This design comes from an exercise in tuning for a short achievable clock period and few clock cycles per item on the open sky130 flow, not from production work.
Where RTL was checked, it was by simulation tests only, not by an equivalence proof against the original.
Power and IR drop assume default switching activity.

## run a
Design sliding_window_arq_sender, start of the top module:
module sliding_window_arq_sender (
	input  wire logic                             clk,
	input  wire logic                             arst_n,
	input  wire logic                             start,
	output logic                                  busy,
	input  wire logic [swarq_pkg::KIND_W-1:0]     kind,
	input  wire logic [swarq_pkg::SIZE_W-1:0]     payload_size,
	input  wire logic [swarq_pkg::SEQ_W-1:0]      ack_seq,
	input  wire logic [swarq_pkg::MAP_W-1:0]      received_map,
	output logic                                  result_valid,
	output logic      [swarq_pkg::OKIND_W-1:0]    out_kind,
	output logic      [swarq_pkg::SEQ_W-1:0]      out_seq,
	output logic      [swarq_pkg::SIZE_W-1:0]     out_size,
	output logic      [swarq_pkg::TOTAL_W-1:0]    delivered_bytes,
	output logic                                  last
);
Size in the first run: roughly 4,600 cells after synthesis, roughly 1,900 flip-flops, roughly 130 I/O pins, roughly 73,000 sq um of cells after synthesis.
export LEC_CHECK = 0
export ABC_CLOCK_PERIOD_IN_PS = 2000
export CAP_MARGIN = 30
export CORE_MARGIN = 2
export CORE_UTILIZATION = 60
export SETUP_SLACK_MARGIN = 4.5
export SLEW_MARGIN = 30
create_clock -name core_clock -period 7.0 [get_ports {clk}]
run.sh (not shown) runs the stock make flow with config.mk's settings and CLKGATE_MAP_FILE= SYNTH_SCRIPT=/design/flow/synth_recipe.tcl, a recipe that flattens the netlist after the stock synthesis.
For run b, these inputs were changed with respect to run a:
--- a/flow/design.v
+++ b/flow/design.v
@@ -130,13 +130,13 @@
 	logic [NQW-1:0]    inflight_q;
 	logic [NQW-1:0]    inflight_dec;
 	logic              busy_next;
 	logic              drop_q;
 	logic              busy_q;       
 	logic              pi_v;
-	logic [1:0]        pi_kind;
+	logic [3:0]        pi_kv;        
 	logic [ZW-1:0]     pi_size;
 	logic [QW-1:0]     pi_ack;
 	logic [QW-1:LW]    pi_ack_hp1;
 	logic [W-1:0]      pi_map;
 	logic              pi_big;       
 	logic [2:0]        pi_eq0, pi_eq1, pi_borrow, pi_at;               
@@ -160,12 +160,14 @@
 	logic              inwin, behind;
 	logic [2:0]        pi_behind;
 	logic              refuse;
 	logic [QW-1:0]     next_inc;
 	logic [CW-1:0]     cnt_ack;
 	logic              p_drop;
+	logic [ZW:0]       sent_lo;
+	logic [RW-1:0]     sent_new;
 	logic              d1_v;
 	okind_t            d1_k;         
 	logic              d1_ack;       
 	logic [QW-1:0]     d1_seq;
 	logic [ZW-1:0]     d1_size;
 	logic [W-1:0]      d1_mask;      
@@ -246,19 +248,22 @@
 		end
 	end
 	assign next_p1  = next_q + 1'b1;
 	assign next_hp1 = next_q[QW-1:LW] + 1'b1;
 	always_ff @(posedge clk or negedge arst_n) begin
 		if (!arst_n) begin
-			pi_v <= 1'b0;
+			pi_v  <= 1'b0;
+			pi_kv <= '0;
 		end else begin
-			pi_v <= take;
+			pi_v  <= take;
+			for (int k = 0; k < 4; k++) begin
+				pi_kv[k] <= take && (kind == 2'(k));
+			end
 		end
 	end
 	always_ff @(posedge clk) begin
-		pi_kind    <= kind;
 		pi_size    <= payload_size;
 		pi_ack     <= ack_seq;
 		pi_ack_hp1 <= ack_seq[QW-1:LW] + 1'b1;
 		pi_map     <= received_map;
 		pi_big     <= payload_size > ZW'(swarq_pkg::MAX_PAYLOAD);
 		pi_eq0     <= {ack_seq[QW-1:LW] == next_q[QW-1:LW], ack_seq[QW-1:LW] == pi_ack[QW-1:LW],
@@ -281,16 +286,16 @@
 		               lt_sop(QW'(ack_seq[BH-1:0]), QW'(base_q[BH-1:0]), BH)};
 		pi_cnt[0]  <= CW'(next_q[LW-1:0] - ack_seq[LW-1:0]);
 		pi_cnt[1]  <= CW'(next_p1[LW-1:0] - ack_seq[LW-1:0]);
 		pi_le      <= {!lt_sop(QW'(next_p1[LW-1:0]), QW'(ack_seq[LW-1:0]), LW),
 		               !lt_sop(QW'(next_q[LW-1:0]), QW'(ack_seq[LW-1:0]), LW)};
 	end
-	assign p_send = pi_v && !fin_q && (pi_kind == swarq_pkg::KIND_SEND);
-	assign p_ack  = pi_v && !fin_q && (pi_kind == swarq_pkg::KIND_ACK);
-	assign p_fin  = pi_v && !fin_q && (pi_kind == swarq_pkg::KIND_FINISH);
-	assign p_tmo  = pi_v && !fin_q && (pi_kind == swarq_pkg::KIND_TIMEOUT);
+	assign p_send = pi_kv[swarq_pkg::KIND_SEND]    && !fin_q;
+	assign p_ack  = pi_kv[swarq_pkg::KIND_ACK]     && !fin_q;
+	assign p_fin  = pi_kv[swarq_pkg::KIND_FINISH]  && !fin_q;
+	assign p_tmo  = pi_kv[swarq_pkg::KIND_TIMEOUT] && !fin_q;
 	assign eq0     = ps_a ? pi_eq0[1]    : (ps_n ? pi_eq0[2]    : pi_eq0[0]);
 	assign eq1     = ps_a ? pi_eq1[1]    : (ps_n ? pi_eq1[2]    : pi_eq1[0]);
 	assign borrow  = ps_a ? pi_borrow[1] : (ps_n ? pi_borrow[2] : pi_borrow[0]);
 	assign at_base = ps_a ? pi_at[1]     : (ps_n ? pi_at[2]     : pi_at[0]);
 	assign behind  = ps_a ? pi_behind[1] : (ps_n ? pi_behind[2] : pi_behind[0]);
 	assign pi_behind = pi_x15 ^ (pi_lth | (pi_eqh & pi_ltl));
@@ -298,12 +303,14 @@
 	assign nwrap   = lt_sop(QW'(next_q[LW-1:0]), QW'(base_q[LW-1:0]), LW);
 	assign inwin   = (eq0 && !borrow && (nwrap || le_n)) || (eq1 && borrow && nwrap && le_n);
 	assign cnt_ack = ps_inc ? pi_cnt[1] : pi_cnt[0];
 	assign refuse   = cnt_q[CW-1] || pi_big;
 	assign next_inc = next_q + 1'b1;
 	assign p_drop   = p_tmo && (cnt_q == '0);
+	assign sent_lo  = {1'b0, sent_q[ZW-1:0]} + {1'b0, pi_size};
+	assign sent_new = {(sent_lo[ZW] ? sent_q[RW-1:ZW] + 1'b1 : sent_q[RW-1:ZW]), sent_lo[ZW-1:0]};
 	function automatic logic [W-1:0] thermo(input logic [CW-1:0] c);
 		logic [W-1:0] m;
 		for (int i = 0; i < W; i++) begin
 			m[i] = CW'(i) < c;
 		end
 		thermo = m;
@@ -335,13 +342,13 @@
 			ps_n   <= p_ack && !inwin && !behind;
 			d1_v   <= pi_v && !p_drop;
 			d1_upd <= p_ack && (inwin ? !at_base : (!behind && (cnt_q != '0)));
 			if (p_send && !refuse) begin
 				next_q <= next_inc;
 				cnt_q  <= cnt_q + 1'b1;
-				sent_q <= sent_q + RW'(pi_size);
+				sent_q <= sent_new;
 			end
 			if (p_ack) begin
 				if (inwin) begin
 					base_q     <= pi_ack;
 					base_hp1_q <= pi_ack_hp1;
 					cnt_q      <= cnt_ack;
==> comparison <==
Looking at the reports, run b completed the entire flow and the layout it produced met the timing, design-rule and antenna checks.
Run a → run b: number of signal-net buffers in the layout has increased; core utilization of the finished layout has remained practically unchanged; multi-input gate share of total cell area has increased; worst-case headroom to the max-slew limit has decreased; maximum clock frequency has decreased.
When the final numbers for run a and run b were put side by side, the power density over the cells turned out to be smaller in run a.
Relative to run a, the total number of vias of run b is higher by 449.
[compare] base=run a new=run b: final number of max-transition violations comparable, minimum hold slack decreased 0.0043 ns.
No functional check of the RTL was part of any run of this note.

* * *

sliding_window_arq_sender, a different RTL version from the one above (not shown whole).
Size: about 1,800 flip-flops, roughly 130 I/O pins, ~73,000 um^2 of cells after synthesis.
## sliding_window_arq_sender
module sliding_window_arq_sender (
	input  wire logic                             clk,
	input  wire logic                             arst_n,
	input  wire logic                             start,
	output logic                                  busy,
	input  wire logic [swarq_pkg::KIND_W-1:0]     kind,
	input  wire logic [swarq_pkg::SIZE_W-1:0]     payload_size,
	input  wire logic [swarq_pkg::SEQ_W-1:0]      ack_seq,
	input  wire logic [swarq_pkg::MAP_W-1:0]      received_map,
	output logic                                  result_valid,
	output logic      [swarq_pkg::OKIND_W-1:0]    out_kind,
	output logic      [swarq_pkg::SEQ_W-1:0]      out_seq,
	output logic      [swarq_pkg::SIZE_W-1:0]     out_size,
	output logic      [swarq_pkg::TOTAL_W-1:0]    delivered_bytes,
	output logic                                  last
);
==> flow/config.mk <==
export PLATFORM = sky130hd
export DESIGN_NAME = sliding_window_arq_sender
export DESIGN_NICKNAME = sliding_window_arq_sender
export VERILOG_FILES = /design/flow/design.v
export SDC_FILE = /design/flow/constraint.sdc
export NUM_CORES = 4
export LEC_CHECK = 0
export ABC_CLOCK_PERIOD_IN_PS = 2000
export CAP_MARGIN = 30
export CORE_MARGIN = 2
export CORE_UTILIZATION = 60
export SETUP_SLACK_MARGIN = 4.5
export SLEW_MARGIN = 30
==> flow/constraint.sdc <==
create_clock -name core_clock -period 7.0 [get_ports {clk}]
set_input_delay 1.4000 -clock core_clock [delete_from_list [all_inputs] [get_ports {clk}]]
set_output_delay 1.4000 -clock core_clock [all_outputs]
set_load 0.01 [all_outputs]
The baseline completed without violations.
Testbench counts at the start, summed over its fixed seeds: cycles 8,739, items 8,000.
Rerun with:
--- a/flow/design.v
+++ b/flow/design.v
@@ -88,12 +88,27 @@
 				end
 				r = r | (!a[i] & b[i] & eqh);
 			end
 		end
 		lt_sop = r;
 	endfunction
+	function automatic logic [SW-1:0] low_idx(input logic [W-1:0] v);
+		logic [W-1:0]  a;
+		logic [SW-1:0] p [W];
+		a = v;
+		for (int i = 0; i < W; i++) begin
+			p[i] = '0;
+		end
+		for (int l = 0; l < SW; l++) begin
+			for (int i = 0; i < (W >> (l + 1)); i++) begin
+				p[i] = a[2*i] ? p[2*i] : (p[2*i+1] | SW'(1 << l));
+				a[i] = a[2*i] | a[2*i+1];
+			end
+		end
+		low_idx = p[0];
+	endfunction
 	function automatic logic [W-1:0] any_below(input logic [W-1:0] v);
 		logic [W-1:0] r;
 		r = {v[W-2:0], 1'b0};
 		for (int d = 1; d < W; d = d * 2) begin
 			r = r | (r << d);
 		end
@@ -199,25 +214,21 @@
 	logic [RW-1:0]     c_lo;
 	logic              c_wrap;       
 	logic [W-1:0]      c_vec;        
 	logic              c_last;       
 	logic              c_adv;
 	logic [SW-1:0]     c_idx;
-	logic [W-1:0]      c_below;      
-	logic [W-1:0]      c_oh;         
-	logic [SW-1:0]     c_slot;
 	logic [TW-1:RW]    thi_q;        
 	logic [TW-1:RW]    thi_p1_q;     
 	logic              tsat_q;       
 	logic              c_sat;
 	logic [ZW-1:0]     size_q [W];
 	logic              e_v;
 	okind_t            e_k;
 	logic [QW-1:0]     e_seq;
 	logic [SW-1:0]     e_idx;
-	logic [SW-1:0]     e_slot;
 	logic [ZW-1:0]     e_size;
 	logic [TW-1:0]     e_total;
 	logic              e_last;
 	logic              e_list;
 	logic              o_v;
 	okind_t            o_k;
@@ -225,14 +236,14 @@
 	logic [ZW-1:0]     o_size;
 	logic [TW-1:0]     o_total;
 	logic              o_last;
 	assign busy = busy_q;
 	assign take = start && !busy_q;
 	assign inflight_dec = inflight_q - NQW'(q_pop) - NQW'(drop_q);
-	assign busy_next    = q_pop ? ((inflight_q >= NQW'(NQ + 1)) || (inflight_q == NQW'(NQ) && !busy_q))
-	                            : ((inflight_q >= NQW'(NQ)) || (inflight_q == NQW'(NQ - 1) && !busy_q));
+	assign busy_next    = q_pop ? (inflight_q + NQW'(!busy_q) >= NQW'(NQ + 1))
+	                            : (inflight_q + NQW'(!busy_q) >= NQW'(NQ));
 	always_ff @(posedge clk) begin
 		busy_q <= busy_next;
 	end
 	always_ff @(posedge clk or negedge arst_n) begin
 		if (!arst_n) begin
 			inflight_q <= '0;
@@ -446,24 +457,13 @@
 				q_rlast = q_rlast | q_last[i];
 			end
 		end
 	end
 	assign c_adv = !c_v || c_last;
 	assign q_pop = c_adv && ((q_n != '0) || d1_v);
-	assign c_below = any_below(c_vec);
-	assign c_oh    = c_vec & ~c_below;
-	always_comb begin
-		c_idx  = '0;
-		c_slot = '0;
-		for (int i = 0; i < W; i++) begin
-			if (c_oh[i]) begin
-				c_idx  = c_idx  | SW'(i);
-				c_slot = c_slot | (c_seq[SW-1:0] + SW'(i));
-			end
-		end
-	end
+	assign c_idx = low_idx(c_vec);
 	assign c_sat = tsat_q || (c_v && c_wrap && (thi_q == '1));
 	always_ff @(posedge clk or negedge arst_n) begin
 		if (!arst_n) begin
 			c_v      <= 1'b0;
 			thi_q    <= '0;
 			thi_p1_q <= (TW-RW)'(1);
@@ -486,13 +486,13 @@
 			c_lo   <= q_rlo;
 			c_wrap <= q_rwrap;
 			c_vec  <= q_rvec;
 			c_last <= q_rlast;
 		end else begin
 			c_wrap <= 1'b0;
-			c_vec  <= c_vec & c_below;
+			c_vec  <= c_vec & any_below(c_vec);
 			c_last <= most_two(c_vec);
 		end
 		if (c_v && c_k == swarq_pkg::OUT_TX) begin
 			size_q[c_seq[SW-1:0]] <= c_vec[ZW-1:0];
 		end
 	end
@@ -504,13 +504,12 @@
 		end
 	end
 	always_ff @(posedge clk) begin
 		e_k     <= c_k;
 		e_seq   <= c_seq;
 		e_idx   <= c_idx;
-		e_slot  <= c_slot;
 		e_size  <= (c_k == swarq_pkg::OUT_TX) ? c_vec[ZW-1:0] : '0;
 		e_total <= c_sat ? '1 : {((c_v && c_wrap) ? thi_p1_q : thi_q), c_lo};
 		e_last  <= c_last;
 		e_list  <= c_k == swarq_pkg::OUT_RETX;
 	end
 	always_ff @(posedge clk or negedge arst_n) begin
@@ -522,13 +521,13 @@
 	end
 	always_ff @(posedge clk) begin
 		o_k     <= e_k;
 		o_total <= e_total;
 		o_last  <= e_last;
 		o_seq   <= e_list ? e_seq + {{(QW-SW){1'b0}}, e_idx} : e_seq;
-		o_size  <= e_list ? size_q[e_slot] : e_size;
+		o_size  <= e_list ? size_q[e_seq[SW-1:0] + e_idx] : e_size;
 	end
 	assign result_valid    = o_v;
 	assign out_kind        = o_k;
 	assign out_seq         = o_seq;
 	assign out_size        = o_size;
 	assign delivered_bytes = o_total;
After rerunning: Worst setup slack loses 86 ps; critical path depth goes down by 1; via count is lower by 6.0%; clock power is lower by about 0.4%; routed wire length goes down by 4.7%; worst hold slack degrades by 5.3 ps; final cell count shrinks by 5.6%.
For the second run of this note, only the layout was checked, not whether the RTL still works.

[re-timing with driven ports]
Ports are ideal in the flow. The routed layouts listed here were re-timed in OpenROAD. Step 1 assumes that a clkbuf_16 drives the clock port and a buf_2 every other input. Step 2, shift: input delay + t, output delay - t, t = (earliest + latest rising clock arrival at the registers) / 2. This alone moves slack from input paths to output paths. Slacks: no drivers / after step 1 / after step 2; pairs: no drivers / after step 1.
run | t, ns | slack for setup (ns) | worst register clock-pin slew, ns
run a | 0.877 | 4.243 / 4.160 / 3.808 | 0.07 / 0.07
run b | 0.875 | 4.195 / 4.114 / 3.761 | 0.07 / 0.07
the first run of note 2 | 0.871 | 4.212 / 4.212 / 3.617 | 0.07 / 0.07
the second run of note 2 | 0.855 | 4.127 / 4.127 / 3.583 | 0.07 / 0.07
After both steps setup and hold are still met in every run listed. For the first run of note 2, which loses most, drivers alone change the setup slack by 0.000 ns; drivers and shift together by -0.595 ns.
